Source: an optimization exercise on an open RTL-to-GDS flow (aim: small area and a short achievable clock period). Production flows keep margins and buffers that such runs may drop. No run shown here included a check of the RTL's function; only the layout flow was run. Power is estimated from default activity; no workload was simulated.

[flow/run.sh]
#!/bin/bash
# synth_recipe.tcl (not shown) runs the flow's synth.tcl, then flattens the netlist and writes it again
# the make line also repeats each setting of config.mk as NAME=value (left out here)
make -C /OpenROAD-flow-scripts/flow DESIGN_CONFIG=/design/flow/config.mk WORK_HOME=/design/flow/orfs CLKGATE_MAP_FILE= SYNTH_SCRIPT=/design/flow/synth_recipe.tcl finish
[flow/config.mk]
export PLATFORM = sky130hd
export DESIGN_NAME = spi_wrapper
export DESIGN_NICKNAME = spi_wrapper
export VERILOG_FILES = /design/flow/design.v
export SDC_FILE = /design/flow/constraint.sdc
export NUM_CORES = 4
export LEC_CHECK = 0
export CAP_MARGIN = 20
export CORE_MARGIN = 2
export CORE_UTILIZATION = 40
export SLEW_MARGIN = 20
[flow/constraint.sdc]
create_clock -name core_clock -period 5.5 [get_ports {clk}]
set_input_delay 1.1000 -clock core_clock [delete_from_list [all_inputs] [get_ports {clk}]]
set_output_delay 1.1000 -clock core_clock [all_outputs]
set_load 0.01 [all_outputs]
[flow/design.v]
`default_nettype none
package spi_wrapper_pkg;
  typedef logic [2:0] spi_state_t;
  typedef logic [1:0] spi_cmd_t;
  localparam logic [2:0] IDLE      = 3'b000;
  localparam logic [2:0] CHK_CMD   = 3'b001;
  localparam logic [2:0] WRITE     = 3'b010;
  localparam logic [2:0] READ_ADD  = 3'b011;
  localparam logic [2:0] READ_DATA = 3'b100;
  localparam logic [1:0] c_CMD_WR_ADDR = 2'b00;
  localparam logic [1:0] c_CMD_WR_DATA = 2'b01;
  localparam logic [1:0] c_CMD_RD_ADDR = 2'b10;
  localparam logic [1:0] c_CMD_RD_DATA = 2'b11;
  localparam int c_FRAME_BITS = 10;
endpackage
`default_nettype wire
`default_nettype none
module spi_slave
(
  input  logic       clk,
  input  logic       rst_n,
  input  logic       MOSI,
  input  logic       SS_n,
  input  logic [7:0] rd_byte_i,    
  output logic [9:0] frame_o,
  output logic       rx_valid_o,
  output logic       MISO
);
  spi_wrapper_pkg::spi_state_t cs;
  spi_wrapper_pkg::spi_state_t cs_d;
  logic [3:0] bit_cnt_q;
  logic [9:0] shift_q;
  logic       rx_valid_q;
  logic       rd_addr_stored_q;
  logic [7:0] tx_shift_q;
  logic       miso_q;
  logic       w_data_state;
  logic       w_shifting;
  logic       w_tx_load;
  assign w_data_state = (cs == spi_wrapper_pkg::WRITE) || (cs == spi_wrapper_pkg::READ_ADD) || (cs == spi_wrapper_pkg::READ_DATA);
  assign w_shifting   = w_data_state && (bit_cnt_q < 4'(spi_wrapper_pkg::c_FRAME_BITS));
  assign w_tx_load    = rx_valid_q && (shift_q[9:8] == spi_wrapper_pkg::c_CMD_RD_DATA);
  always_comb begin
    cs_d = cs;
    if (SS_n) begin
      cs_d = spi_wrapper_pkg::IDLE;
    end else begin
      case (cs)
        spi_wrapper_pkg::IDLE:      cs_d = spi_wrapper_pkg::CHK_CMD;
        spi_wrapper_pkg::CHK_CMD:   cs_d = MOSI ? (rd_addr_stored_q ? spi_wrapper_pkg::READ_DATA : spi_wrapper_pkg::READ_ADD) : spi_wrapper_pkg::WRITE;
        spi_wrapper_pkg::WRITE,
        spi_wrapper_pkg::READ_ADD,
        spi_wrapper_pkg::READ_DATA: cs_d = cs;
        default:   cs_d = spi_wrapper_pkg::IDLE;
      endcase
    end
  end
  always_ff @(posedge clk) begin
    if (!SS_n && w_shifting) shift_q <= {shift_q[8:0], MOSI};
  end
  always_ff @(posedge clk or negedge rst_n) begin
    if (!rst_n) begin
      cs               <= spi_wrapper_pkg::IDLE;
      bit_cnt_q        <= '0;
      rx_valid_q       <= 1'b0;
      rd_addr_stored_q <= 1'b0;
    end else begin
      cs         <= cs_d;
      rx_valid_q <= 1'b0;
      if (SS_n) begin
        bit_cnt_q <= '0;
      end else if (w_shifting) begin
        if (bit_cnt_q == 4'(spi_wrapper_pkg::c_FRAME_BITS - 1)) begin
          rx_valid_q <= 1'b1;
          if (cs == spi_wrapper_pkg::READ_ADD)  rd_addr_stored_q <= 1'b1;
          if (cs == spi_wrapper_pkg::READ_DATA) rd_addr_stored_q <= 1'b0;
        end
        bit_cnt_q <= bit_cnt_q + 4'd1;
      end
    end
  end
  always_ff @(posedge clk or negedge rst_n) begin
    if (!rst_n) begin
      tx_shift_q <= '0;
      miso_q     <= 1'b0;
    end else begin
      miso_q <= !SS_n && tx_shift_q[7];
      if (w_tx_load)  tx_shift_q <= rd_byte_i;
      else if (SS_n)  tx_shift_q <= '0;
      else            tx_shift_q <= {tx_shift_q[6:0], 1'b0};
    end
  end
  assign frame_o    = shift_q;
  assign rx_valid_o = rx_valid_q;
  assign MISO       = miso_q;
endmodule
`default_nettype wire
`default_nettype none
module spi_ram
(
  input  logic       clk,
  input  logic       rst_n,
  input  logic [9:0] frame_i,
  input  logic       rx_valid_i,
  output logic [7:0] rd_byte_o
);
  localparam int L  = 12;
  localparam int NT = 22;
  logic [7:0] ring_q [NT-1][L];
  logic [7:0] ring4_q [4];
  logic [3:0] phase_q;         
  logic [8:0] wr_loc_q;        
  logic       wr_loc_set_q;    
  logic [7:0] wr_data_q;
  logic       wr_pend_q;
  logic [3:0]    rd_idx_q;     
  logic [NT-1:0] rd_ring_q;    
  logic [7:0] rd_byte_q;
  logic cmd_wa, cmd_wd, cmd_ra;
  logic [8:0] w_loc;
  logic w_hit, w_hit4;
  logic w_cap;
  logic [7:0] w_head;
  logic [NT-1:0] w_wr_ring;
  logic [NT-1:0] w_new_ring;
  function automatic logic [8:0] loc_of(input logic [7:0] a);
    logic [5:0] hi;
    hi = a[7:2] - 6'd42;
    if (a[7:2] < 6'd42) loc_of = {a[7:3], 1'b0, a[2:0]};
    else                loc_of = {hi[4:0], 2'b10, a[1:0]};
  endfunction
  assign cmd_wa = rx_valid_i && (frame_i[9:8] == spi_wrapper_pkg::c_CMD_WR_ADDR);
  assign cmd_wd = rx_valid_i && (frame_i[9:8] == spi_wrapper_pkg::c_CMD_WR_DATA);
  assign cmd_ra = rx_valid_i && (frame_i[9:8] == spi_wrapper_pkg::c_CMD_RD_ADDR);
  assign w_loc  = loc_of(frame_i[7:0]);
  always_ff @(posedge clk) phase_q <= (phase_q == 4'd11) ? 4'd0 : phase_q + 4'd1;
  assign w_hit4 = wr_pend_q && (wr_loc_q[1:0] == phase_q[1:0]);
  assign w_hit  = w_hit4 && (wr_loc_q[3:2] == phase_q[3:2]);
  always_ff @(posedge clk) begin
    wr_pend_q <= cmd_wd || (wr_pend_q && !(w_wr_ring[NT-1] ? w_hit4 : w_hit));
    if (rx_valid_i) wr_data_q <= frame_i[7:0];
    if (cmd_wa) wr_loc_q <= w_loc;
    else if (cmd_wd && !wr_loc_set_q) wr_loc_q <= '0;
  end
  always_ff @(posedge clk or negedge rst_n) begin
    if (!rst_n) begin
      wr_loc_set_q <= 1'b0;
      rd_idx_q     <= '0;
      rd_ring_q    <= NT'(1);
    end else begin
      if (cmd_wa || cmd_wd) wr_loc_set_q <= 1'b1;
      if (cmd_ra) begin
        rd_idx_q  <= w_loc[3:0];
        rd_ring_q <= w_new_ring;
      end
    end
  end
  for (genvar t = 0; t < NT; t++) begin : g_dec
    assign w_wr_ring[t]  = (wr_loc_q[8:4] == 5'(t));
    assign w_new_ring[t] = (w_loc[8:4] == 5'(t));
  end
  for (genvar t = 0; t < NT - 1; t++) begin : g_ring
    logic w_we;
    assign w_we = w_hit && w_wr_ring[t];
    always_ff @(posedge clk) begin
      for (int i = 0; i < L - 1; i++) ring_q[t][i] <= ring_q[t][i+1];
      ring_q[t][L-1] <= w_we ? wr_data_q : ring_q[t][0];
    end
  end
  always_ff @(posedge clk) begin
    for (int i = 0; i < 3; i++) ring4_q[i] <= ring4_q[i+1];
    ring4_q[3] <= (w_hit4 && w_wr_ring[NT-1]) ? wr_data_q : ring4_q[0];
  end
  always_comb begin
    w_head = rd_ring_q[NT-1] ? ring4_q[0] : 8'd0;
    for (int t = 0; t < NT - 1; t++) w_head |= rd_ring_q[t] ? ring_q[t][0] : 8'd0;
  end
  assign w_cap  = (rd_idx_q[1:0] == phase_q[1:0]) &&
                  (rd_ring_q[NT-1] || rd_idx_q[3:2] == phase_q[3:2]);
  always_ff @(posedge clk) begin
    if (w_cap) rd_byte_q <= (wr_pend_q && (wr_loc_q[3:0] == rd_idx_q) && |(w_wr_ring & rd_ring_q)) ? wr_data_q : w_head;
  end
  assign rd_byte_o = rd_byte_q;
endmodule
`default_nettype wire
`default_nettype none
module spi_wrapper
(
  input  logic clk,
  input  logic rst_n,
  input  logic MOSI,
  output logic MISO,
  input  logic SS_n
);
  logic [9:0] frame;
  logic       rx_valid;
  logic [7:0] rd_byte;
  spi_slave SPI_INSATNCE (
    .clk        (clk),
    .rst_n      (rst_n),
    .MOSI       (MOSI),
    .SS_n       (SS_n),
    .rd_byte_i  (rd_byte),
    .frame_o    (frame),
    .rx_valid_o (rx_valid),
    .MISO       (MISO)
  );
  spi_ram RAM_INSTANCE (
    .clk        (clk),
    .rst_n      (rst_n),
    .frame_i    (frame),
    .rx_valid_i (rx_valid),
    .rd_byte_o  (rd_byte)
  );
endmodule
`default_nettype wire
==> results of run 1 <==
[synth_stat cells, drive strengths merged (4+ instances only)]
master / n / area share [%]
nand2b: 9 / 0.12
nor4: 4 / 0.11
nand3b: 16 / 0.25
o21ai: 20 / 0.21
nor3: 19 / 0.27
nor2b: 6 / 0.078
ha: 4 / 0.10
and2: 9 / 0.12
xnor2: 6 / 0.11
and3: 5 / 0.065
o32ai: 10 / 0.20
dfxtp: 2053 / 85
clkbuf: 43 / 0.33
xor2: 9 / 0.16
nor2: 37 / 0.34
edfxtp: 35 / 2.2
buf: 23 / 0.29
a31oi: 10 / 0.13
a22oi: 24 / 0.37
nand4: 13 / 0.21
dfrtp: 44 / 2.3
nand2: 57 / 0.47
mux2: 178 / 4.1
a21oi: 10 / 0.11
a211oi: 8 / 0.12
inv: 10 / 0.078
nand3: 16 / 0.19
a22o: 40 / 0.72
o31ai: 5 / 0.078
a221oi: 32 / 0.58
mux2i: 8 / 0.19
[cell type report]
cell class / instances / area (um^2)
Antenna cell: 1 / 2.50
Clock buffer: 271 / 5470
Multi-Input combinational cell: 579 / 4820
Sequential cell: 2133 / 43300
Timing Repair Buffer: 23 / 180
Inverter: 10 / 37.5
Tap cell: 1612 / 2020
Clock inverter: 59 / 734
Fill cell: 10048 / 63400
[worst register-to-register path, cell delays in order, from the launching register on]
cell and delay (ps):
edfxtp_1 890, mux2i_1 260, mux2i_1 110, a32oi_1 690, and3_1 470, a211oi_1 130
[sequential cells by signal, summed over array words and instances (netlist names), 3 cells and up]
name and cells:
RAM_INSTANCE.ring_q 2016, RAM_INSTANCE.ring4_q 32, RAM_INSTANCE.rd_ring_q 22, SPI_INSATNCE.shift_q 10, RAM_INSTANCE.wr_loc_q 9, RAM_INSTANCE.rd_byte_q 8
RAM_INSTANCE.wr_data_q 8, SPI_INSATNCE.tx_shift_q 8, RAM_INSTANCE.phase_q 4, RAM_INSTANCE.rd_idx_q 4, SPI_INSATNCE.bit_cnt_q 4, SPI_INSATNCE.cs 3
[metal layers]
layer / vias up / share of wire (%)
li1: 9493 / -
met2: 498 / 41
met1: 9601 / 50
met5: - / 0
met4: 0 / 3.5
met3: 198 / 5.6
[cell families after synthesis]
family / count (synthesis) / share of synthesized area [%]
flops: 2133 / 89.4
buf+inv: 76 / 0.703
mux: 187 / 4.38
compound gates: 171 / 2.73
xor+xnor: 15 / 0.271
simple gates: 202 / 2.45
fa+ha+maj: 4 / 0.103
[where the power goes]
group	internal (mW)	total, mW	leakage, nW	switching (mW)
clock	7.40	12.8	3.07	5.37
combinational	0.0197	0.0653	1.98	0.0456
sequential	15.5	15.5	17.5	0.0207
[path summary, 6_finish.rpt]
path | to | slack, ps | cells after the start
worst max-delay path | RAM_INSTANCE.rd_byte_q[0] | 2690 | 5
worst min-delay path | RAM_INSTANCE.ring_q[188][6] | 310 | 0
worst max register to register | RAM_INSTANCE.rd_byte_q[0] | 2690 | 5
worst min register to register | RAM_INSTANCE.ring_q[188][6] | 310 | 0
max in group asynchronous | RAM_INSTANCE.rd_ring_q[15] | 4690 | 1
min in group asynchronous | SPI_INSATNCE.cs[1] | 360 | 1
==> summary.txt, run 1 <==
Synthesis
  – Distinct cells, synth: 71
  – Ys flop type: dfxtp_1
  – Synth Instances: 2788
  – Async SR Flop Fraction: 2.11%
  – Number of synthesized register bits: 2133
  – Post-Syn Area: approximately 48000 um^2
  – Syn Nets: about 2.8k
  – YS warnings: 4
  – Register area share after synthesis: between 80 and 90%
  – Mean Syn Cell Area: about 17 um^2
  – EDFF count, synth: 35

Hold path
  – HP Class: reg -> reg
  – Min-Delay Startpoint: RAM_INSTANCE.ring_q[189][6]

GRT
  – Largest net degree at the start of global routing: 46
  – GRT met2 Usage: between 10% and 20%
  – First-pass GRT wire length: roughly 120000 um
  – Initial antenna violation count: 1
  – All-Layer GR Usage: a little over an eighth
  – Grt met3 use: approximately 3.1%
  – Met1 usage: 18.8%
  – Number of global-route vias before repair: about 19k
  – Grt ovf: 0
  – GR peak layer: met1

Die
  – Site Rows: between 100 and 150
  – Core area: roughly 120000 um^2
  – I/O pin total: 5
  – Total die area: 124000 um^2
  – Die width: 352 um
  – Die height: 352 um
  – Starting Density: 40.4%

Route
  – Post-Route WL: 80600 um
  – 1st-iter DRT viols: 1374
  – Vias per std cell: 4.22
  – Via count: 19.8k
  – First-pass DRT Iterations: 5
  – Wire length per cell: 17.2 um
  – Post-route ant nets: 0
  – Drt drc: 0

Setup path
  – Critical path required time: about 6000 ps
  – Bufs and invs on worst path: 0
  – Worst setup EP type: flop
  – Crit-path max cell delay: roughly 890 ps
  – Critical path class: reg -> reg
  – CP max-delay cell: edfxtp_1
  – Worst path top cell family by delay: flip-flops
  – RR Startpoint: RAM_INSTANCE.wr_loc_q[8]
  – Worst-path fanout max: 20
  – Startpoint Class: flop
  – Data arrival, critical path: between 3000 and 4000 ps
  – CP most frequent cell: mux2i_1
  – Worst path cell trace: mux2i_1 > mux2i_1 > a32oi_1 > and3_1 > a211oi_1
  – CP Launch Point: RAM_INSTANCE.wr_loc_q[8]

Timing
  – Fin Hold WS: roughly 310 ps
  – Worst slew pin tran: between 1000 and 1500 ps
  – PnR worst setup slack: 2690 ps
  – Clock skew: just under 20 ps
  – Unrepaired setup endpoints after global routing: false
  – Period utilisation layout: between 50% and 60%
  – Max Slew Vio Count: 0
  – Final hold vios: 0
  – Setup violators final: 0
  – Fin crit period: roughly 2800 ps
  – FMAX: 355 MHz
  – Max_slew headroom: 27.5%
  – Setup TNS: 0 ps

Clock tree
  – H-tree depth: 4
  – Clock Pin Slew Worst Setup and Hold Paths: ~60 ps
  – CTS Sinks: about 2.1k
  – Cts repair resizes: 0
  – Cts bufs inserted: between 150 and 200
  – Clock Tree Buf Depth: 3
  – Clk Latency, worst-skew pair: around 760 ps
  – Root Driver: clkbuf_16
  – TritonCTS clock tree: done
  – Cts hold-fix bufs: 0
  – Setup bufs post-CTS: 0

Pwr
  – Power per cell area: 502 nW/um^2
  – Pwr Total: ~28 mW
  – Maximum VDD drop: 0.279 mV
  – Leak: approximately 23 nW

Place
  – Port Buffer Count: 4
  – DP Worst Slack: 2540 ps
  – Post-DP HPWL: about 49000 um
  – GPL Wtd Cong: roughly 0.9
  – DP Area: 50300 um^2
  – Cells after DPL: about 4.4k

Outcome
  – Outcome: complete, no violations

Finish
  – Most frequent cells in the layout: 2053 x dfxtp_1, 188 x clkbuf_16, 175 x mux2_2, 51 x nand2_1, 45 x clkbuf_8
  – Commonest non-fill, non-tap cell in the layout: dfxtp_1
  – Share of cells above drive strength 1: between 10% and 20%
  – Layout Cell Area excl Fill: 56500 um^2
  – Nets@finish: between 2k and 3k
  – Area delta synth->final: 16.7%
  – Final Instance Count excl. Fillers: around 4.7k
  – Post-Route Utilization: between 40% and 50%

Flow run
  – Max-Cap Viols: 0
==> run 2: changes to the inputs <==
--- a/flow/config.mk
+++ b/flow/config.mk
@@ -8,4 +8,5 @@
 export CAP_MARGIN = 20
 export CORE_MARGIN = 2
 export CORE_UTILIZATION = 40
+export SETUP_SLACK_MARGIN = 3.3
 export SLEW_MARGIN = 20
==> summary.txt, run 2 <==
Outcome
  – Outcome: complete, no violations

Die
  – Core area: 120000 um^2 (unchanged)
  – Starting Density: 40.4% (unchanged)
  – Die width: 352 um (unchanged)
  – Die height: 352 um (unchanged)
  – Total die area: 124000 um^2 (unchanged)
  – Site Rows: 127 (unchanged)
  – I/O pin total: 5 (unchanged)

Synthesis
  – Post-Syn Area: 48400 um^2 (unchanged)
  – Mean Syn Cell Area: 17.4 um^2 (unchanged)
  – Number of synthesized register bits: 2133 (unchanged)
  – Post-synth top area cell: dfxtp_1
  – Syn Nets: 2796 (unchanged)
  – Register area share after synthesis: 89.4% (unchanged)
  – Ys flop type: dfxtp_1
  – Async SR Flop Fraction: 2.11% (unchanged)
  – Top-area cell type share of the netlist area: 84.9% (unchanged)
  – YS warnings: 4 (unchanged)
  – Synth Instances: 2788 (unchanged)
  – Cell with the most instances after synthesis: dfxtp_1
  – Distinct cells, synth: 71 (unchanged)
  – EDFF count, synth: 35 (unchanged)
  – Synth top area cells: dfxtp_1 85%, mux2_2 4.1%, dfrtp_1 2.3%, edfxtp_1 2.2%, a22o_1 0.72%
  – Top post-synthesis cells by count: 2053 x dfxtp_1, 175 x mux2_2, 51 x nand2_1

Setup path
  – Worst-path fanout max: 1 (-95%)
  – Startpoint Class: flop
  – Critical path class: reg -> out
  – R2R depth: 8 (+3)
  – Worst path top cell family by delay: flip-flops
  – Worst path cell trace: buf_6
  – Worst setup EP type: output port
  – Bufs and invs on worst path: 1 (+1)
  – CP max-delay cell: dfrtp_1
  – RR Endpoint: RAM_INSTANCE.ring_q[71][2]
  – Data arrival, critical path: 1240 ps (-2060 ps)
  – R2R Setup Slk: 3250 ps (+560 ps)
  – RR Startpoint: RAM_INSTANCE.wr_loc_q[2]
  – Critical path required time: 4400 ps (-1580 ps)
  – Crit-path max cell delay: 370 ps (-520 ps)

GRT
  – First-pass GRT wire length: 121000 um (+0.68%)
  – All-Layer GR Usage: 13.1% (+0.082 points)
  – Initial antenna violation count: 1 (unchanged)
  – Largest net degree at the start of global routing: 46 (unchanged)
  – Grt ovf: 0 (unchanged)
  – Number of global-route vias before repair: 19.3k (+1.1%)

Finish
  – Regs by FF count: RAM_INSTANCE.ring_q (2016), RAM_INSTANCE.ring4_q (32), RAM_INSTANCE.rd_ring_q (22)
  – Nets@finish: 2986 (+1.6%)
  – Reg with most FFs: RAM_INSTANCE.ring_q
  – Share of cells above drive strength 1: 19.8% (+2.8 points)
  – Post-Route Utilization: 47.7% (+0.63 points)
  – Area of the multi-input gates: 5100 um^2 (+5.9%)
  – Area delta synth->final: 18.3%
  – Register area: 43300 um^2 (about the same)
  – Fill cells: 9969 (-0.79%)
  – Most frequent cells in the layout: 2050 x dfxtp_1, 188 x clkbuf_16, 175 x mux2_2, 59 x buf_4, 51 x nand2_1
  – Largest register FFs: 2016 (unchanged)
  – Antenna Diode Count: 0 (-1)
  – Commonest non-fill, non-tap cell in the layout: dfxtp_1

Clock tree
  – Cts bufs inserted: 183 (unchanged)
  – TritonCTS clock tree: done
  – CTS Sinks: 2133 (unchanged)
  – Clk Latency, worst-skew pair: 760 ps (about the same)
  – Clock Tree Buf Depth: 3 (unchanged)
  – Root Driver: clkbuf_16
  – Cts hold-fix bufs: 0 (unchanged)
  – Clock Pin Slew Worst Setup and Hold Paths: 60 ps (about the same)
  – H-tree depth: 4 (unchanged)

Timing
  – Fin crit period: 2340 ps (-474 ps)
  – Period utilisation layout: 42.6% (-8.6 points)
  – Unrepaired setup endpoints after global routing: true
  – Max Slew Vio Count: 0 (unchanged)
  – Final hold vios: 0 (unchanged)
  – Setup violators final: 0 (unchanged)
  – Worst slew pin tran: 827 ps (-254 ps)
  – FMAX: 427 MHz (+20%)
  – Max_slew headroom: 44.9% (+17 points)
  – Clock skew: 19.6 ps (+0.191 ps)
  – Setup TNS: 0 ps (unchanged)

Route
  – Wire length per cell: 17.3 um (+0.48%)
  – 1st-iter DRT viols: 1460 (+6.3%)
  – Vias per std cell: 4.24 (+0.35%)
  – Post-Route WL: 81800 um (+1.5%)
  – Post-route ant nets: 0 (unchanged)
  – Via count: 20.1k (+1.4%)
  – Drt drc: 0 (unchanged)
  – First-pass DRT Iterations: 5 (unchanged)

Pwr
  – Leak: 22.9 nW (+1.5%)
  – Maximum VDD drop: 0.286 mV (+2.2%)
  – Power per cell area: 495 nW/um^2 (-1.3%)

Hold path
  – Cells on Worst Hold Path: 0 (unchanged)
  – Hold worst-path end: RAM_INSTANCE.ring_q[188][6]
  – Min-Delay Startpoint: RAM_INSTANCE.ring_q[189][6]
  – HP Class: reg -> reg

Flow run
  – Max-Cap Viols: 0 (unchanged)

Place
  – Post-DP HPWL: 49500 um (unchanged)
  – GPL Wtd Cong: 0.914 (unchanged)
  – Port Buffer Count: 4 (unchanged)
-- run 2: logic make-up (layout without fill, tap and decap cells) --
kind of cell / Yosys count / in the layout / share of synthesized area [%]
adders and majority gates: 4 / 4 / 0.103
DFF: 2133 / 2133 / 89.4
AOI/OAI and AO/OA: 171 / 171 / 2.73
buffers and inverters: 76 / 411 / 0.703
and+or+nand+nor: 202 / 202 / 2.45
xor gates and xnor gates: 15 / 15 / 0.271
muxes: 187 / 187 / 4.38
-- run 2: stage by stage --
step	hold WS [ps]	total power [mW]	cell area, um^2	instances	setup WS, ps
after floorplan	310	15.9	48400	2788	3380
after global placement	309	15.9	50300	4357	2630
after detailed placement	312	15.9	50300	4357	2540
after CTS	305	28.7	56900	4714	3100
after global routing	316	29.3	57300	4735	3100
final	314	28.4	57300	4735	3160
-- run 2: worst max-delay path by stage --
| stage | start | to | slack, ps | cells after the start |
|---|---|---|---|---|
| 6_report | SPI_INSATNCE.miso_q | MISO | 3160 | 1 |
| 3_3_place_gp | SS_n | SPI_INSATNCE.shift_q[3] | 2630 | 2 |
| 2_1_floorplan | SS_n | SPI_INSATNCE.shift_q[0] | 3380 | 2 |
| 3_5_place_dp | SS_n | SPI_INSATNCE.shift_q[6] | 2540 | 2 |
| 4_1_cts | SPI_INSATNCE.miso_q | MISO | 3100 | 1 |
| 5_1_grt | SPI_INSATNCE.miso_q | MISO | 3100 | 1 |
-- run 2: final cells by class --
cell class | count | share of cell area [%]
inverter | 10 | 0.0655
tap | 1612 | 3.52
multi-input combinational | 579 | 8.90
clock inverter | 59 | 1.28
timing repair buffer | 71 | 1.11
sequential | 2133 | 75.6
clock buffer | 271 | 9.54
-- run 2: routing by layer --
layer	vias up	routed length, um	global-route usage, %
met3	213	4440	3.10
met2	527	33700	18.6
met1	9725	40400	18.8
met4	0	3220	5.89
li1	9593	-	-
met5	-	0	0
-- run 2: where the power goes --
part | leakage, nW | total [mW] | internal (mW) | switching (mW)
logic | 2.33 | 0.0688 | 0.0207 | 0.0480
clock network | 3.07 | 12.8 | 7.40 | 5.38
registers | 17.5 | 15.5 | 15.5 | 0.0209
total | 22.9 | 28.4 | 22.9 | 5.45
-- run 2: repair_timing --
item / in CTS / in global routing
resized for setup: 30 / 45
setup endpoints to repair: 179 / 97
setup buffers: 27 / 21
pin swaps: 13 / 11
==> run 3: changes to the inputs <==
--- a/flow/config.mk
+++ b/flow/config.mk
@@ -8,5 +8,6 @@
 export CAP_MARGIN = 20
 export CORE_MARGIN = 2
 export CORE_UTILIZATION = 40
+export CTS_BUF_LIST = sky130_fd_sc_hd__clkbuf_8
 export SETUP_SLACK_MARGIN = 3.3
 export SLEW_MARGIN = 20
==> summary.txt, run 3 <==
Route
  – Top routing layer in use: met4
  – First-pass DRT Iterations: 5 (unchanged)
  – Post-Route WL: 82200 um (+0.54%)
  – Vias per std cell: 4.19 (-1.1%)
  – Wire length per cell: 16.6 um (-3.6%)
  – Metal2 WL: 33500 um (-0.77%)
  – Drt drc: 0 (unchanged)
  – Met1 wire length: 40600 um (+0.60%)
  – 1st-iter DRT viols: 1302 (-11%)
  – Met3 wire length: 4850 um (+9.3%)
  – Via count: 20.7k (+3.2%)
  – Post-route ant nets: 0 (unchanged)

Clock tree
  – Clock Tree Buf Depth: 4 (+1)
  – Root Driver: clkbuf_8
  – Clk Latency, worst-skew pair: 940 ps (+180 ps)
  – H-tree depth: 5 (+1)
  – CTS Sinks: 2133 (unchanged)
  – TritonCTS clock tree: done
  – Cts bufs inserted: 317 (+73%)
  – Clock Pin Slew Worst Setup and Hold Paths: 60 ps (about the same)

Synthesis
  – YS warnings: 4 (unchanged)
  – Ys flop type: dfxtp_1
  – EDFF count, synth: 35 (unchanged)
  – Register area share after synthesis: 89.4% (unchanged)
  – Syn Nets: 2796 (unchanged)
  – Async SR Flop Fraction: 2.11% (unchanged)
  – Cell with the most instances after synthesis: dfxtp_1
  – Mean Syn Cell Area: 17.4 um^2 (unchanged)
  – Number of synthesized register bits: 2133 (unchanged)
  – Post-synth top area cell: dfxtp_1
  – Top-area cell type share of the netlist area: 84.9% (unchanged)
  – Synth top area cells: dfxtp_1 85%, mux2_2 4.1%, dfrtp_1 2.3%, edfxtp_1 2.2%, a22o_1 0.72%
  – Top post-synthesis cells by count: 2053 x dfxtp_1, 175 x mux2_2, 51 x nand2_1
  – Synth Instances: 2788 (unchanged)
  – Post-Syn Area: 48400 um^2 (unchanged)
  – Distinct cells, synth: 71 (unchanged)

Timing
  – Setup violators final: 0 (unchanged)
  – Clock skew: 89.4 ps (+69.8 ps)
  – FMAX: 406 MHz (-5.0%)
  – Worst slew pin tran: 880 ps (+53.1 ps)
  – Max_slew headroom: 41.3% (-3.5 points)
  – Setup TNS: 0 ps (unchanged)
  – Final hold vios: 0 (unchanged)
  – Max Slew Vio Count: 0 (unchanged)
  – Period utilisation layout: 44.8% (+2.2 points)
  – Fin crit period: 2460 ps (+123 ps)
  – Unrepaired setup endpoints after global routing: true

Finish
  – Largest register FFs: 2016 (unchanged)
  – Final Instance Count excl. Fillers: 4940 (+4.3%)
  – Most frequent cells in the layout: 2053 x dfxtp_1, 385 x clkbuf_8, 175 x mux2_2, 123 x inv_1, 52 x buf_4
  – Nets@finish: 3116 (+4.4%)
  – Layout Cell Area excl Fill: 57100 um^2 (-0.30%)
  – Reg with most FFs: RAM_INSTANCE.ring_q
  – Area delta synth->final: 17.9%
  – Commonest non-fill, non-tap cell in the layout: dfxtp_1
  – Regs by FF count: RAM_INSTANCE.ring_q (2016), RAM_INSTANCE.ring4_q (32), RAM_INSTANCE.rd_ring_q (22)
  – Share of cells above drive strength 1: 22.1% (+2.3 points)

GRT
  – Initial antenna violation count: 2 (+1)
  – Largest net degree at the start of global routing: 46 (unchanged)
  – Number of global-route vias before repair: 20.4k (+5.5%)
  – Grt ovf: 0 (unchanged)
  – First-pass GRT wire length: 123000 um (+1.2%)
  – All-Layer GR Usage: 13.2% (+0.12 points)

Setup path
  – CP Launch Point: SPI_INSATNCE.miso_q
  – Critical path required time: 4400 ps (about the same)
  – Critical path class: reg -> out
  – RR Endpoint: RAM_INSTANCE.ring_q[119][3]
  – CP max-delay cell: dfrtp_1
  – Worst path top cell family by delay: flip-flops
  – Startpoint Class: flop
  – Data arrival, critical path: 1360 ps (+120 ps)
  – Cell depth of the worst setup path: 1 (unchanged)
  – Worst setup EP type: output port
  – RR Startpoint: RAM_INSTANCE.wr_loc_q[2]
  – Bufs and invs on worst path: 1 (unchanged)
  – R2R Setup Slk: 3280 ps (+30 ps)
  – R2R depth: 5 (-3)
  – Crit-path max cell delay: 370 ps (about the same)
  – Worst-path fanout max: 1 (unchanged)
  – Worst path cell trace: buf_6

Die
  – Starting Density: 40.4% (unchanged)
  – Die height: 352 um (unchanged)
  – Core area: 120000 um^2 (unchanged)
  – I/O pin total: 5 (unchanged)
  – Site Rows: 127 (unchanged)
  – Die width: 352 um (unchanged)
  – Total die area: 124000 um^2 (unchanged)

Place
  – GPL Wtd Cong: 0.914 (unchanged)
  – Port Buffer Count: 4 (unchanged)
  – DP Area: 50300 um^2 (unchanged)
  – Post-DP HPWL: 49500 um (unchanged)
  – Cells after DPL: 4357 (unchanged)

Hold path
  – HP Class: in -> async

Outcome
  – Outcome: complete, no violations

Pwr
  – Power per cell area: 481 nW/um^2 (-2.8%)
  – Maximum VDD drop: 0.248 mV (-13%)
  – Leak: 23.3 nW (+2.0%)

Flow run
  – Max-Cap Viols: 0 (unchanged)
## run 3: what timing repair did
item                       4_1_cts  5_1_grt
buffers inserted                25       19
gates resized for setup         29       36
hold endpoints to repair         0        0
pin swaps                       13        8
hold buffers                     0        0
setup endpoints to repair      179       69
## run 3: where the power goes
group | leakage (nW) | switching [mW] | internal [mW]
Sequential | 17.5 | 0.0210 | 15.5
Clock | 3.54 | 5.36 | 6.53
Combinational | 2.31 | 0.0476 | 0.0205
## run 3: worst register-to-register path: stages (launching register included)
cell,delay (ps)
edfxtp_1,420
xor2_1,210
nor2_4,280
and4b_1,450
nand2_2,360
mux2_2,380
## run 3: logic make-up (layout without fill, tap and decap cells)
group           after synthesis  in the layout  share of synthesized area [%]
simple gates                202            202                           2.45
mux                         187            187                           4.38
other cells                   0              3                              0
flops                      2133           2133                           89.4
buf+inv                      76            613                          0.703
compound gates              171            171                           2.73
fa+ha+maj                     4              4                          0.103
xor+xnor                     15             15                          0.271
## run 3: layer usage
layer  global-route usage [%]  up-vias
met4                     7.10        0
li1                         -     9908
met5                        0        -
met2                     18.1      615
met3                     3.85      216
met1                     18.7     9967
## run 3: worst max-delay path by stage
stage | end | slack [ps]
CTS | MISO | 2940
finish | MISO | 3040
global route | MISO | 2950
floorplan | SPI_INSATNCE.shift_q[0] | 3380
detailed placement | SPI_INSATNCE.shift_q[6] | 2540
global placement | SPI_INSATNCE.shift_q[3] | 2630
## run 3: cell type report
type,count,area (um^2)
antenna,3,7.51
clock buffer,385,5300
clock inverter,151,781
fill,10128,62900
inverter,10,37.5
multi-input combinational,579,5060
sequential,2133,43300
tap,1612,2020
timing repair buffer,67,621
## run 3: metrics by stage
step / util [%] / setup WS (ps) / hold WS (ps) / power [mW]
5_1_grt: 47.6 / 2950 / 187 / 28.6
2_1_floorplan: - / 3380 / 310 / 15.9
3_3_place_gp: 41.9 / 2630 / 309 / 15.9
4_1_cts: 47.3 / 2940 / 251 / 27.9
3_5_place_dp: 41.9 / 2540 / 312 / 15.9
6_report: 47.6 / 3040 / 202 / 27.5
==> run 4: changes to the inputs <==
--- a/flow/config.mk
+++ b/flow/config.mk
@@ -8,6 +8,7 @@
 export CAP_MARGIN = 20
 export CORE_MARGIN = 2
 export CORE_UTILIZATION = 40
-export CTS_BUF_LIST = sky130_fd_sc_hd__clkbuf_8
+export CTS_CLUSTER_DIAMETER = 60
+export CTS_CLUSTER_SIZE = 30
 export SETUP_SLACK_MARGIN = 3.3
 export SLEW_MARGIN = 20
==> summary.txt, run 4 <==
Timing
  – Worst slew pin tran: 820 ps (-60.4 ps)
  – Setup violators final: 0 (unchanged)
  – Period utilisation layout: 41.7% (-3.1 points)
  – Fin Hold WS: 316 ps (+113 ps)
  – Clock skew: 23.8 ps (-65.6 ps)
  – Fin crit period: 2290 ps (-172 ps)
  – Final hold vios: 0 (unchanged)
  – Unrepaired setup endpoints after global routing: true
  – FMAX: 436 MHz (+7.5%)
  – Max_slew headroom: 45.0% (+3.7 points)
  – Setup TNS: 0 ps (unchanged)
  – Max Slew Vio Count: 0 (unchanged)

Clock tree
  – Cts hold-fix bufs: 0 (unchanged)
  – H-tree depth: 3 (-2)
  – CTS Sinks: 2133 (unchanged)
  – Clk Latency, worst-skew pair: 710 ps (-230 ps)
  – TritonCTS clock tree: done
  – Clock Pin Slew Worst Setup and Hold Paths: 100 ps (+40 ps)
  – Cts bufs inserted: 102 (-68%)
  – Root Driver: clkbuf_16
  – Clock Tree Buf Depth: 3 (-1)

Finish
  – Antenna Diode Count: 0 (-3)
  – Post-Route Utilization: 45.5% (-2.1 points)
  – Commonest non-fill, non-tap cell in the layout: dfxtp_1
  – Area delta synth->final: 12.7%
  – Nets@finish: 2899 (-7.0%)
  – Fill cells: 10.2k (+0.58%)
  – Largest register FFs: 2016 (unchanged)
  – Most frequent cells in the layout: 2051 x dfxtp_1, 175 x mux2_2, 104 x clkbuf_16, 51 x nand2_1, 50 x buf_4
  – Regs by FF count: RAM_INSTANCE.ring_q (2016), RAM_INSTANCE.ring4_q (32), RAM_INSTANCE.rd_ring_q (22)
  – Share of cells above drive strength 1: 16.6% (-5.5 points)
  – Reg with most FFs: RAM_INSTANCE.ring_q

Setup path
  – Worst setup EP type: output port
  – Data arrival, critical path: 1190 ps (-170 ps)
  – Worst path cell trace: buf_6
  – Worst-path fanout max: 1 (unchanged)
  – Startpoint Class: flop
  – Worst path top cell family by delay: flip-flops
  – RR Startpoint: RAM_INSTANCE.rd_ring_q[20]
  – Crit-path max cell delay: 380 ps (about the same)
  – RR Endpoint: RAM_INSTANCE.rd_byte_q[2]
  – Critical path class: reg -> out
  – Crit path to: MISO
  – Cell depth of the worst setup path: 1 (unchanged)
  – CP Launch Point: SPI_INSATNCE.miso_q
  – Bufs and invs on worst path: 1 (unchanged)
  – R2R depth: 5 (unchanged)
  – Critical path required time: 4400 ps (about the same)
  – R2R Setup Slk: 3260 ps (-20 ps)
  – CP max-delay cell: dfrtp_1

Synthesis
  – Syn Nets: 2796 (unchanged)
  – Async SR Flop Fraction: 2.11% (unchanged)
  – Post-synth top area cell: dfxtp_1
  – Register area share after synthesis: 89.4% (unchanged)
  – Distinct cells, synth: 71 (unchanged)
  – Synth top area cells: dfxtp_1 85%, mux2_2 4.1%, dfrtp_1 2.3%, edfxtp_1 2.2%, a22o_1 0.72%
  – YS warnings: 4 (unchanged)
  – Synth Instances: 2788 (unchanged)
  – Post-Syn Area: 48400 um^2 (unchanged)
  – Cell with the most instances after synthesis: dfxtp_1
  – EDFF count, synth: 35 (unchanged)
  – Top post-synthesis cells by count: 2053 x dfxtp_1, 175 x mux2_2, 51 x nand2_1
  – Ys flop type: dfxtp_1
  – Top-area cell type share of the netlist area: 84.9% (unchanged)
  – Mean Syn Cell Area: 17.4 um^2 (unchanged)
  – Number of synthesized register bits: 2133 (unchanged)

Flow run
  – Max-Cap Viols: 0 (unchanged)

Die
  – Die width: 352 um (unchanged)
  – Die height: 352 um (unchanged)
  – Starting Density: 40.4% (unchanged)
  – I/O pin total: 5 (unchanged)
  – Total die area: 124000 um^2 (unchanged)
  – Core area: 120000 um^2 (unchanged)
  – Site Rows: 127 (unchanged)

Route
  – Vias per std cell: 4.22 (+0.59%)
  – Post-Route WL: 78800 um (-4.1%)
  – Drt drc: 0 (unchanged)
  – Post-route ant nets: 0 (unchanged)
  – Via count: 19.3k (-6.7%)
  – First-pass DRT Iterations: 5 (unchanged)
  – 1st-iter DRT viols: 1481 (+14%)
  – Wire length per cell: 17.2 um (+3.4%)

Pwr
  – Leak: 21.5 nW (-7.8%)
  – Power per cell area: 450 nW/um^2 (-6.6%)
  – Maximum VDD drop: 0.314 mV (+26%)

Place
  – Port Buffer Count: 4 (unchanged)
  – GPL Wtd Cong: 0.914 (unchanged)
  – Post-DP HPWL: 49500 um (unchanged)

Hold path
  – HP Class: reg -> reg

GRT
  – Grt ovf: 0 (unchanged)
  – Initial antenna violation count: 3 (+1)
  – Number of global-route vias before repair: 18.1k (-11%)
  – First-pass GRT wire length: 116000 um (-5.2%)
  – Largest net degree at the start of global routing: 46 (unchanged)
  – All-Layer GR Usage: 12.5% (-0.67 points)

Outcome
  – Outcome: complete, no violations
## run 4: logic make-up after synthesis
logic type      Yosys count  synth area share (%)
flops                  2133                  89.4
simple gates            202                  2.45
mux                     187                  4.38
compound gates          171                  2.73
buf+inv                  76                 0.703
xor+xnor                 15                 0.271
fa+ha+maj                 4                 0.103
## run 4: how the worst min path moves through the flow
| stage | from | cells past startpoint | to | slack [ps] |
|---|---|---|---|---|
| after floorplan | RAM_INSTANCE.ring4_q[1][0] | 0 | RAM_INSTANCE.ring4_q[0][0] | 310 |
| after global placement | RAM_INSTANCE.ring_q[114][5] | 0 | RAM_INSTANCE.ring_q[113][5] | 310 |
| after detailed placement | RAM_INSTANCE.ring_q[107][2] | 0 | RAM_INSTANCE.ring_q[106][2] | 310 |
| after CTS | RAM_INSTANCE.ring_q[86][4] | 0 | RAM_INSTANCE.ring_q[85][4] | 320 |
| after global routing | RAM_INSTANCE.ring_q[86][4] | 0 | RAM_INSTANCE.ring_q[85][4] | 320 |
| final | RAM_INSTANCE.ring_q[251][3] | 0 | RAM_INSTANCE.ring_q[250][3] | 320 |
## run 4: layer usage
| layer | global-route usage [%] | part of all wire (%) |
|---|---|---|
| met4 | 5.68 | 3.7 |
| met2 | 17.5 | 40 |
| met5 | 0 | 0 |
| met1 | 18.7 | 51 |
| met3 | 2.33 | 4.7 |
## run 4: cell type report
cell class                      count  area, um^2  share of cell area [%]
Inverter                           10        37.5                  0.0688
Clock buffer                      109        2620                    4.80
Multi-Input combinational cell    579        5080                    9.30
Sequential cell                  2133       43300                    79.3
Tap cell                         1612        2020                    3.69
Timing Repair Buffer               65         603                    1.10
Clock inverter                     73         937                    1.72
## run 4: timing repair
action                                  in CTS  in global routing
setup buffers                               25                 17
endpoints found under the hold margin        0                  0
pin swaps                                   12                  8
cloned                                       0                  0
resized for setup                           29                 42
endpoints found under the setup margin     188                 83
## run 4: power by group
part	total, mW	switching, mW	internal (mW)
clock network	8.97	5.02	3.95
logic	0.0680	0.0476	0.0203
registers	15.5	0.0209	15.5
## run 4: through the flow
step	worst slack [ps]	instances	instance area, um^2	power, mW
floorplan	3380	2788	48400	15.9
global placement	2630	4357	50300	15.9
detailed placement	2540	4357	50300	15.9
CTS	3150	4564	54200	24.8
global route	3160	4581	54600	25.4
finish	3210	4581	54600	24.6
==> run 5: changes to the inputs <==
--- a/flow/config.mk
+++ b/flow/config.mk
@@ -7,7 +7,7 @@
 export LEC_CHECK = 0
 export CAP_MARGIN = 20
 export CORE_MARGIN = 2
-export CORE_UTILIZATION = 40
+export CORE_UTILIZATION = 65
 export CTS_CLUSTER_DIAMETER = 60
 export CTS_CLUSTER_SIZE = 30
 export SETUP_SLACK_MARGIN = 3.3
==> summary.txt, run 5 <==
Synthesis
  – Synth top area cells: dfxtp_1 85%, mux2_2 4.1%, dfrtp_1 2.3%, edfxtp_1 2.2%, a22o_1 0.72%
  – Ys flop type: dfxtp_1
  – Distinct cells, synth: 71 (unchanged)
  – Number of synthesized register bits: 2133 (unchanged)
  – Mean Syn Cell Area: 17.4 um^2 (unchanged)
  – Synth Instances: 2788 (unchanged)
  – Cell with the most instances after synthesis: dfxtp_1
  – Async SR Flop Fraction: 2.11% (unchanged)
  – Top-area cell type share of the netlist area: 84.9% (unchanged)
  – Register area share after synthesis: 89.4% (unchanged)
  – YS warnings: 4 (unchanged)
  – EDFF count, synth: 35 (unchanged)
  – Post-synth top area cell: dfxtp_1
  – Post-Syn Area: 48400 um^2 (unchanged)
  – Syn Nets: 2796 (unchanged)
  – Top post-synthesis cells by count: 2053 x dfxtp_1, 175 x mux2_2, 51 x nand2_1

Route
  – Met1 wire length: 41300 um (+2.6%)
  – Metal2 WL: 34400 um (+8.0%)
  – Via count: 19.5k (+0.90%)
  – Post-Route WL: 82300 um (+4.4%)
  – Drt drc: 0 (unchanged)
  – Top routing layer in use: met4
  – Wire length per cell: 21.1 um (+23%)
  – Met3 wire length: 3750 um (+0.64%)
  – Vias per std cell: 5.00 (+19%)
  – Post-route ant nets: 0 (unchanged)
  – 1st-iter DRT viols: 1322 (-11%)
  – First-pass DRT Iterations: 5 (unchanged)

Setup path
  – Worst-path fanout max: 1 (unchanged)
  – RR Startpoint: RAM_INSTANCE.rd_ring_q[6]
  – CP Launch Point: SPI_INSATNCE.miso_q
  – Crit-path max cell delay: 370 ps (about the same)
  – Critical path required time: 4400 ps (about the same)
  – Worst path top cell family by delay: flip-flops
  – Critical path class: reg -> out
  – Worst setup EP type: output port
  – Startpoint Class: flop
  – Worst path cell trace: buf_2
  – CP max-delay cell: dfrtp_1
  – Data arrival, critical path: 1170 ps (-20 ps)
  – Bufs and invs on worst path: 1 (unchanged)

Flow run
  – Max-Cap Viols: 0 (unchanged)

Clock tree
  – Clk Latency, worst-skew pair: 680 ps (-30 ps)
  – Cts bufs inserted: 92 (-9.8%)
  – Clock Tree Buf Depth: 3 (unchanged)
  – Clock Pin Slew Worst Setup and Hold Paths: 100 ps (about the same)
  – H-tree depth: 3 (unchanged)
  – Root Driver: clkbuf_16
  – CTS Sinks: 2133 (unchanged)
  – TritonCTS clock tree: done
  – Cts hold-fix bufs: 0 (unchanged)

GRT
  – First-pass GRT wire length: 121000 um (+3.7%)
  – Grt ovf: 0 (unchanged)
  – Initial antenna violation count: 6 (+3)
  – Largest net degree at the start of global routing: 46 (unchanged)
  – All-Layer GR Usage: 21.5% (+9.0 points)
  – Number of global-route vias before repair: 18.9k (+4.1%)

Hold path
  – Min-Delay Startpoint: RAM_INSTANCE.ring_q[239][4]
  – HP Class: reg -> reg

Pwr
  – Power per cell area: 448 nW/um^2 (-0.46%)
  – Maximum VDD drop: 0.432 mV (+38%)
  – Leak: 21.3 nW (-1.2%)

Finish
  – Reg with most FFs: RAM_INSTANCE.ring_q
  – Share of cells above drive strength 1: 15.0% (-1.6 points)
  – Largest register FFs: 2016 (unchanged)
  – Area delta synth->final: 9.67%
  – Regs by FF count: RAM_INSTANCE.ring_q (2016), RAM_INSTANCE.ring4_q (32), RAM_INSTANCE.rd_ring_q (22)
  – Most frequent cells in the layout: 2053 x dfxtp_1, 175 x mux2_2, 95 x clkbuf_16, 51 x nand2_1, 51 x buf_4
  – Commonest non-fill, non-tap cell in the layout: dfxtp_1
  – Layout Cell Area excl Fill: 53100 um^2 (-2.7%)
  – Nets@finish: 2886 (-0.45%)

Timing
  – FMAX: 440 MHz (+0.93%)
  – Worst slew pin tran: 980 ps (+160 ps)
  – Max Slew Vio Count: 0 (unchanged)
  – Fin crit period: 2270 ps (-21.0 ps)
  – Period utilisation layout: 41.3% (-0.38 points)
  – Setup violators final: 0 (unchanged)
  – Max_slew headroom: 34.7% (-10 points)
  – PnR worst setup slack: 3230 ps (+21.0 ps)
  – Final hold vios: 0 (unchanged)
  – Setup TNS: 0 ps (unchanged)
  – Unrepaired setup endpoints after global routing: true
  – Clock skew: 21.7 ps (-2.10 ps)

Place
  – DP Area: 49500 um^2 (-1.6%)
  – DP Worst Slack: 2530 ps (-7.68 ps)
  – GPL Wtd Cong: 0.901 (-1.3%)
  – Post-DP HPWL: 52700 um (+6.4%)
  – Port Buffer Count: 4 (unchanged)

Die
  – Core area: 74100 um^2 (-38%)
  – Total die area: 76700 um^2 (-38%)
  – Site Rows: 100 (-21%)
  – Die height: 277 um (-21%)
  – I/O pin total: 5 (unchanged)
  – Die width: 277 um (-21%)
  – Starting Density: 65.4% (+25 points)

Outcome
  – Outcome: complete, no violations
run 5: cell families after synthesis:
family | Yosys count | synth area share [%]
buffers and inverters | 76 | 0.703
multiplexers | 187 | 4.38
adder cells (fa/ha/maj) | 4 | 0.103
AND/OR/NAND/NOR | 202 | 2.45
AO/OA/AOI/OAI | 171 | 2.73
flip-flops | 2133 | 89.4
XOR/XNOR | 15 | 0.271
run 5: final timing paths:
kind                                          endpoint  cells past startpoint  slack (ps)
min                        RAM_INSTANCE.ring_q[238][4]                      0         310
min reg2reg                RAM_INSTANCE.ring_q[238][4]                      0         310
max reg2reg                  RAM_INSTANCE.rd_byte_q[5]                      5        3270
max                                               MISO                      1        3230
max in group asynchronous   RAM_INSTANCE.rd_ring_q[13]                      1        4600
min in group asynchronous          SPI_INSATNCE.miso_q                      1         440
run 5: through the flow:
step | cells | power [mW] | util [%] | hold slack, ps
3_5_place_dp | 3716 | 15.9 | 66.9 | 312
2_1_floorplan | 2788 | 15.9 | - | 310
3_3_place_gp | 3716 | 15.9 | 66.9 | 310
4_1_cts | 3878 | 24.0 | 71.3 | 323
5_1_grt | 3895 | 24.5 | 71.7 | 325
6_report | 3897 | 23.8 | 71.7 | 312
run 5: layout make-up:
type,instances,area [um^2]
clock buffers,100,2430
repair buffers,62,549
well taps,969,1210
fillers,4694,21000
flip-flops and latches,2133,43300
multi-input cells,579,5010
clock inverters,42,588
inverters,10,37.5
diodes,2,5.00
run 5: power breakdown:
group	switching, mW	leakage [nW]	internal [mW]
clock	4.65	1.48	3.54
sequential	0.0217	17.5	15.5
combinational	0.0506	2.28	0.0202
run 5: timing repair:
item | CTS | global route
buffers inserted | 20 | 16
pin swaps | 5 | 5
setup endpoints to repair | 179 | 96
resized for setup | 29 | 23
run 5: routing by layer:
layer | vias up | GRT usage (%)
li1 | 9312 | -
met1 | 9544 | 33.3
met2 | 471 | 31.1
met3 | 162 | 3.22
met4 | 0 | 7.94
met5 | - | 0

==> static timing again, ports no longer ideal <==
Ports are ideal in the flow. The routed layouts listed here were re-timed in OpenROAD.
Step 1 (the two cells are an assumption about what drives the block):
set clk [get_ports {clk}]
set_driving_cell -lib_cell sky130_fd_sc_hd__clkbuf_16 $clk
set_driving_cell -lib_cell sky130_fd_sc_hd__buf_2 [delete_from_list [all_inputs] $clk]
Step 2 also shifts input and output timing later by t, the mid clock arrival at the registers, as if the neighbouring blocks saw the same clock.
a / b / c = ideal ports / drivers / drivers and shift; a / b = the first two.
run | t, ns | setup slack, ns | latest minus earliest clock arrival (ns) | worst data-port slew with drivers (ns)
run 1 | 0.823 | 2.685 / 2.685 / 2.537 | 0.027 / 0.027 | 0.03
run 2 | 0.827 | 3.159 / 3.085 / 2.582 | 0.026 / 0.027 | 0.03
run 3 | 0.957 | 3.036 / 2.970 / 2.533 | 0.095 / 0.095 | 0.03
run 4 | 0.766 | 3.208 / 3.134 / 2.734 | 0.027 / 0.027 | 0.03
run 5 | 0.732 | 3.229 / 3.163 / 3.089 | 0.030 / 0.031 | 0.04
After both steps every run listed still meets setup and hold. The setup slack of run 2, which loses most, moves by -0.074 ns with the drivers and by -0.577 ns with both steps.
